From an optimization exercise on the open Yosys and OpenROAD flow, aimed at small area and a short achievable clock period; shortcuts taken in it are not production practice. Function was checked by simulation only, so behaviour that the tests miss may differ from the original. Power figures rest on the tool's default switching activity, not on a simulated workload.

[run.sh]
#!/bin/bash
# synth_recipe.tcl (not shown) runs the flow's synth.tcl, then flattens the netlist and writes it again
# the make line also repeats each setting of config.mk as NAME=value (left out here)
make -C /OpenROAD-flow-scripts/flow DESIGN_CONFIG=/design/flow/config.mk WORK_HOME=/design/flow/orfs CLKGATE_MAP_FILE= SYNTH_SCRIPT=/design/flow/synth_recipe.tcl finish
[config.mk]
export PLATFORM = sky130hd
export DESIGN_NAME = stream_fifo
export DESIGN_NICKNAME = stream_fifo
export VERILOG_FILES = /design/flow/design.v
export SDC_FILE = /design/flow/constraint.sdc
export NUM_CORES = 4
export LEC_CHECK = 0
export CAP_MARGIN = 20
export CORE_MARGIN = 2
export CORE_UTILIZATION = 45
export CTS_CLUSTER_DIAMETER = 100
export CTS_CLUSTER_SIZE = 30
export SETUP_SLACK_MARGIN = 4.2
export SLEW_MARGIN = 20
[constraint.sdc]
create_clock -name core_clock -period 7.0 [get_ports {clk}]
set_input_delay 1.4000 -clock core_clock [delete_from_list [all_inputs] [get_ports {clk}]]
set_output_delay 1.4000 -clock core_clock [all_outputs]
set_load 0.01 [all_outputs]
[design.v]
package fifo_pkg;
  localparam int STATUS_CNT_W = 32;
  typedef struct packed {
    logic [STATUS_CNT_W-1:0] count;
    logic                    almostFull;
    logic                    almostEmpty;
    logic                    overflow;
  } fifo_status_t;
  function automatic integer count_width(input integer depth);
    count_width = $clog2(depth + 1);
  endfunction
endpackage
module fifo_ram #(
  parameter int DEPTH = 128,
  parameter int WIDTH = 32,
  localparam int AW   = (DEPTH > 1) ? $clog2(DEPTH) : 1
) (
  input  logic             clk,
  input  logic             we,
  input  logic [AW-1:0]    waddr,
  input  logic [WIDTH-1:0] wdata,
  input  logic [AW-1:0]    raddr,
  output logic [WIDTH-1:0] rdata
);
  logic [WIDTH-1:0] mem [DEPTH];
  always_ff @(posedge clk) begin
    if (we) mem[waddr] <= wdata;
  end
  assign rdata = mem[raddr];
endmodule
module stream_fifo #(
  parameter int DEPTH         = 128,
  parameter int WIDTH         = 32,
  parameter int OUT_REG       = 0,
  parameter int AFULL_THRESH  = DEPTH - 4,
  parameter int AEMPTY_THRESH = 4,
  localparam int CW           = fifo_pkg::count_width(DEPTH),
  localparam int RD           = DEPTH - 1,           
  localparam int AW           = (RD > 1) ? $clog2(RD) : 1
) (
  input  logic             clk,
  input  logic             rst,
  input  logic             IN_flush,
  input  logic [WIDTH-1:0] IN_data,
  input  logic             IN_valid,
  output logic             OUT_ready,
  input  logic             IN_ready,
  output logic             OUT_valid,
  output logic [WIDTH-1:0] OUT_data,
  output logic [CW-1:0]    OUT_count,
  output logic             OUT_almostFull,
  output logic             OUT_almostEmpty,
  output logic             OUT_overflow
);
  logic [CW-1:0]    cnt_q;
  logic             vld_q, empty_q, rdy_q, full_q, af_q, aen_q, ovf_q, ge2_q;
  logic [WIDTH-1:0] head_q, ram_rdata;
  logic [AW-1:0]    wp_q, rp_q;
  logic             push, pop, inc, dec, wadv, radv, h_load, h_hold;
  assign push = IN_valid && rdy_q && !IN_flush;
  assign pop  = vld_q && IN_ready && !IN_flush;
  assign inc  = push && !pop;
  assign dec  = pop && !push;
  assign wadv = push && vld_q;
  assign radv = pop && (ge2_q || push);
  always_ff @(posedge clk or posedge rst) begin
    if (rst) begin
      cnt_q   <= '0;
      vld_q   <= 1'b0;
      empty_q <= 1'b1;
      rdy_q   <= 1'b1;
      full_q  <= 1'b0;
      af_q    <= 1'b0;
      aen_q   <= 1'b0;
      ge2_q   <= 1'b0;
      ovf_q   <= 1'b0;
    end else begin
      ovf_q <= !IN_flush && (ovf_q || (IN_valid && !rdy_q));
      if (IN_flush) begin
        cnt_q   <= '0;
        vld_q   <= 1'b0;
        empty_q <= 1'b1;
        rdy_q   <= 1'b1;
        full_q  <= 1'b0;
        af_q    <= 1'b0;
        aen_q   <= 1'b0;
        ge2_q   <= 1'b0;
      end else if (inc) begin
        cnt_q   <= cnt_q + CW'(1);
        vld_q   <= 1'b1;
        empty_q <= 1'b0;
        rdy_q   <= (cnt_q != CW'(DEPTH - 1));
        full_q  <= (cnt_q == CW'(DEPTH - 1));
        af_q    <= (cnt_q >= CW'(AFULL_THRESH - 1));
        aen_q   <= (cnt_q > CW'(AEMPTY_THRESH - 1));
        ge2_q   <= (cnt_q >= CW'(1));
      end else if (dec) begin
        cnt_q   <= cnt_q - CW'(1);
        vld_q   <= (cnt_q != CW'(1));
        empty_q <= (cnt_q == CW'(1));
        rdy_q   <= 1'b1;
        full_q  <= 1'b0;
        af_q    <= (cnt_q >= CW'(AFULL_THRESH + 1));
        aen_q   <= (cnt_q > CW'(AEMPTY_THRESH + 1));
        ge2_q   <= (cnt_q >= CW'(3));
      end
    end
  end
  always_ff @(posedge clk or posedge rst) begin
    if (rst) begin
      wp_q <= '0;
      rp_q <= '0;
    end else if (IN_flush) begin
      wp_q <= '0;
      rp_q <= '0;
    end else begin
      if (wadv) wp_q <= (wp_q == AW'(RD - 1)) ? '0 : wp_q + AW'(1);
      if (radv) rp_q <= (rp_q == AW'(RD - 1)) ? '0 : rp_q + AW'(1);
    end
  end
  fifo_ram #(.DEPTH(RD), .WIDTH(WIDTH)) u_ram (
    .clk   (clk),
    .we    (rdy_q),
    .waddr (wp_q),
    .wdata (IN_data),
    .raddr (rp_q),
    .rdata (ram_rdata)
  );
  assign h_load = empty_q || IN_ready;
  assign h_hold = vld_q && !IN_ready;
  always_ff @(posedge clk) begin
    head_q <= (head_q & {WIDTH{h_hold}}) | ((ge2_q ? ram_rdata : IN_data) & {WIDTH{h_load}});
  end
  assign OUT_ready       = !full_q;
  assign OUT_valid       = vld_q;
  assign OUT_data        = head_q;
  assign OUT_count       = cnt_q;
  assign OUT_almostFull  = af_q;
  assign OUT_almostEmpty = !aen_q;
  assign OUT_overflow    = ovf_q;
endmodule
==> results.txt <==
[per-layer routing]
layer	up-vias	wire [µm]	track usage [%]
li1	32800	-	-
met1	46300	194000	38.7
met2	5249	236000	42.7
met3	824	53600	5.56
met4	16	26200	12.0
met5	-	103	0
[through the flow]
stage          power [mW]  setup slack, ps  area [µm²]  cells
4_1_cts              46.3             3820      179000  12900
6_report             46.7             3830      182000  13000
2_1_floorplan        31.1             3710      160000   7651
5_1_grt              47.7             3850      182000  13000
3_3_place_gp         33.4             1920      167000  12300
3_5_place_dp         33.4             2200      168000  12300
[kinds of logic (layout without fill, tap and decap cells)]
family,Yosys count,after routing,share of synthesized area [%]
other,0,7,0
buffers and inverters,464,1073,1.64
XOR/XNOR,7,7,0.0384
AND/OR/NAND/NOR,814,825,2.26
AO/OA/AOI/OAI,834,834,3.57
multiplexers,1399,1399,15.1
adder cells (fa/ha/maj),7,7,0.0549
flip-flops,4126,4126,77.4
[cell type report]
type                            count  area (µm²)  area share, %
Multi-Input combinational cell   3072       36800           20.3
Clock buffer                      221        4330           2.38
Antenna cell                        7        17.5        0.00963
Tap cell                         4730        5920           3.25
Clock inverter                     14         190          0.105
Inverter                           10        60.1         0.0330
Timing Repair Buffer              827       11000           6.03
Timing Repair inverter              1        8.76        0.00481
Sequential cell                  4126      124000           67.9
[sequential cells by signal, indices dropped and copies added (netlist names), 7 cells and up]
| register | count |
|---|---|
| u_ram.mem | 4064 |
| head_q | 32 |
| cnt_q | 8 |
| rp_q | 7 |
| wp_q | 7 |
[critical path, delay by kind of cell, from the launching register on]
family	cells	cell delay, ps
buffers and inverters	8	1270
AO/OA/AOI/OAI	4	590
flip-flops	1	520
multiplexers	1	420
AND/OR/NAND/NOR	1	190
[report_power, final]
part | internal, mW | total, mW | switching (mW)
registers | 27.2 | 27.4 | 0.172
clock network | 4.45 | 11.9 | 7.41
logic | 3.24 | 7.42 | 4.18
total | 34.9 | 46.7 | 11.8
[cell usage in the layout, fill, tap and decap left out, types with 20 or more instances in the layout]
master     synthesis  routed
edfxtp_1        4064    4064
mux4_2           782     782
buf_4             82     414
mux2i_1          416     394
nand2_1          355     321
mux2_2           201     195
clkbuf_16          0     182
nor2_4             0     136
buf_6             47     130
a22oi_1          141     109
o22ai_1          113     104
buf_12             1     103
a21oi_1          122      97
o21ai_0          120      86
buf_16             0      83
nor2_1           195      59
clkbuf_1         172      56
a31oi_1           67      49
nor3_1            63      42
a211oi_1          73      42
buf_8              3      42
nand4_1           36      36
a22oi_2            0      32
o211ai_1          31      31
o21ai_1           14      28
bufbuf_16          0      28
a211oi_2           0      27
and2_1            29      25
dfxtp_4            0      23
nor2b_1           35      22
nand3_1           37      21
nand2_2            1      20
[repair_timing]
action                                  in CTS  in global routing
setup buffers                              212                124
resized for setup                          932                263
endpoints found under the setup margin    3391               1503
pin swaps                                   89                103
gates cloned                                74                 19
[how the worst min path moves through the flow]
stage	startpoint	end	slack, ps	cells after the start
after floorplan	full_q	full_q	450	2
after global placement	full_q	full_q	520	2
after detailed placement	full_q	full_q	510	2
after CTS	full_q	full_q	540	2
after global routing	full_q	full_q	610	2
final	full_q	full_q	550	2
==> metrics.md <==
| Metric | Value |
|---|---|
| Status | timing/DRC/antenna clean |
| Worst-Margin Slew | 1220 ps |
| Layout cells sized above 1 | 30.5% |
| Highest Clock Rate | 316 MHz |
| Mean post-synth cell area | 20.9 µm² |
| Slew Limit Fails | 0 |
| Final Setup Violations | 0 |
| RSZ-0062 raised after global routing | true |
| Ports | 82 |
| H-tree depth | 4 |
| GRT Util Overall | 27.8% |
| Routed WL | 510000 µm |
| Most frequent CP cell | buf_12 |
| Arrival time at the worst endpoint | 3950 ps |
| Reg clk slew, reported paths | 110 ps |
| Static Leak | 54.8 nW |
| Req. time, crit path | 7780 ps |
| Number of antenna violations at the first check in global routing | 35 |
| Relative slew slack | 18.7% |
| Post-Synthesis Cells | 7651 |
| Worst IR Drop VDD | 0.197 mV |
| Worst R2R Start | rp_q[0] |
| Post-layout util | 51.6% |
| WHS | 548 ps |
| Layout Nets | 8244 |
| Worst clock skew | 56.4 ps |
| Reg2Reg Depth | 14 |
| Cell chain of the critical path | buf_12 -> buf_12 -> buf_16 -> buf_16 -> buf_12 -> buf_4 -> mux4_2 -> a221o_1 -> a21oi_2 -> a21oi_1 -> buf_4 -> nor4_4 -> buf_6 -> a221oi_2 |
| Die area | 0.359 mm² |
| Total grt overflow | 0 |
| Yosys reg bits | 4126 |
| Part of the Yosys area used for sequential elements | 77.4% |
| Most common cell in the synthesized netlist | edfxtp_1 |
| Fin. Hold Viols | 0 |
| Crit-path max cell delay | 520 ps |
| CTS Buffer Depth | 4 |
| Core box area | 0.353 mm² |
| Synth area leaders | edfxtp_1 (76%), mux4_2 (11%), mux2i_1 (2.6%) |
| Nature of the critical path startpoint | flop |
| First-pass GRT wire length | 683000 µm |
| Routed len/inst | 39.2 µm |
| Vias in the first global route | 80200 |
| Top-area cell type share of the netlist area | 76.5% |
| Number of max-cap violations | 0 |
| Via Count | 85100 |
| Slowest CP cell | dfrtp_4 |
| Hold-fix buffers, CTS | 0 |
| Critical path class | flop to flop |
| Root Buffer | clkbuf_16 |
| Power density cells | 256 mW/mm² |
| DR vias/cell | 6.54 |
| DR iter-0 viols | 14400 |
| Die height | 599 µm |
| Setup crit end kind | flop |
| TritonCTS clock tree | done |
| Cts bufs inserted | 162 |
| Worst min path class | flop to flop |
| Post-layout minimum cycle time | 3170 ps |
| Crit. Startpoint | rp_q[0] |
| Initial DRT Pass Iterations | 6 |
| Num rows | 218 |
| Setup TNS | 0 ps |
| CP max FO | 6 |
| Residual DRC | 0 |
| Unique masters post-synth | 66 |
| Syn Nets | 7695 |
| Predominant post-synthesis flop cell | edfxtp_1 |
| Worst-skew pair later-pin latency | 930 ps |
| Synth top cells by count | edfxtp_1 (4064), mux4_2 (782), mux2i_1 (416) |
| Fin crit share | 45.2% |
| Critical R2R Capture | head_q[5] |
| Worst setup path endpoint | head_q[5] |
| Hpwl dp | 269000 µm |
| ANT nets after route | 0 |
| Die W | 599 µm |
| Starting density of the core | 45.2% |
| Port bufs | 81 |
| Post-synth ARST share | 0.727% |
| Synth-to-layout area growth | 14.0% |
| Fill count | 27400 |
| Synth area leader | edfxtp_1 |
| Largest net degree at the start of global routing | 99 |
| Clock sinks | 4126 |
| Ys Warns | 2 |
| Reg2Reg Setup Slack | 3830 ps |
| Routability cong. | 0.883 |
| Post-synthesis cell area | 0.160 mm² |
| EDFF count, synth | 4064 |

## separate check: timing with driven ports
The results above use ideal ports. As a check the final layout listed here was re-extracted and re-timed, cells and wires unchanged. Step 1, drivers: a clkbuf_16 drives clk and a buf_2 each remaining input, both assumed. Step 2 moves the port delays by t, midway between the first and last clock arrival at a register: inputs arrive t later, outputs are due t later. That takes back most of the time a late clock gives input paths. Slacks: no drivers / after step 1 / after step 2; pairs: no drivers / after step 1.
t (ns): 1.008
setup WS [ns]: 3.833 / 3.785 / 3.189
worst data-port slew with drivers (ns): 0.16
After both steps setup and hold are still met in this run. The setup slack of this run moves by -0.048 ns with the drivers and by -0.644 ns with both steps.
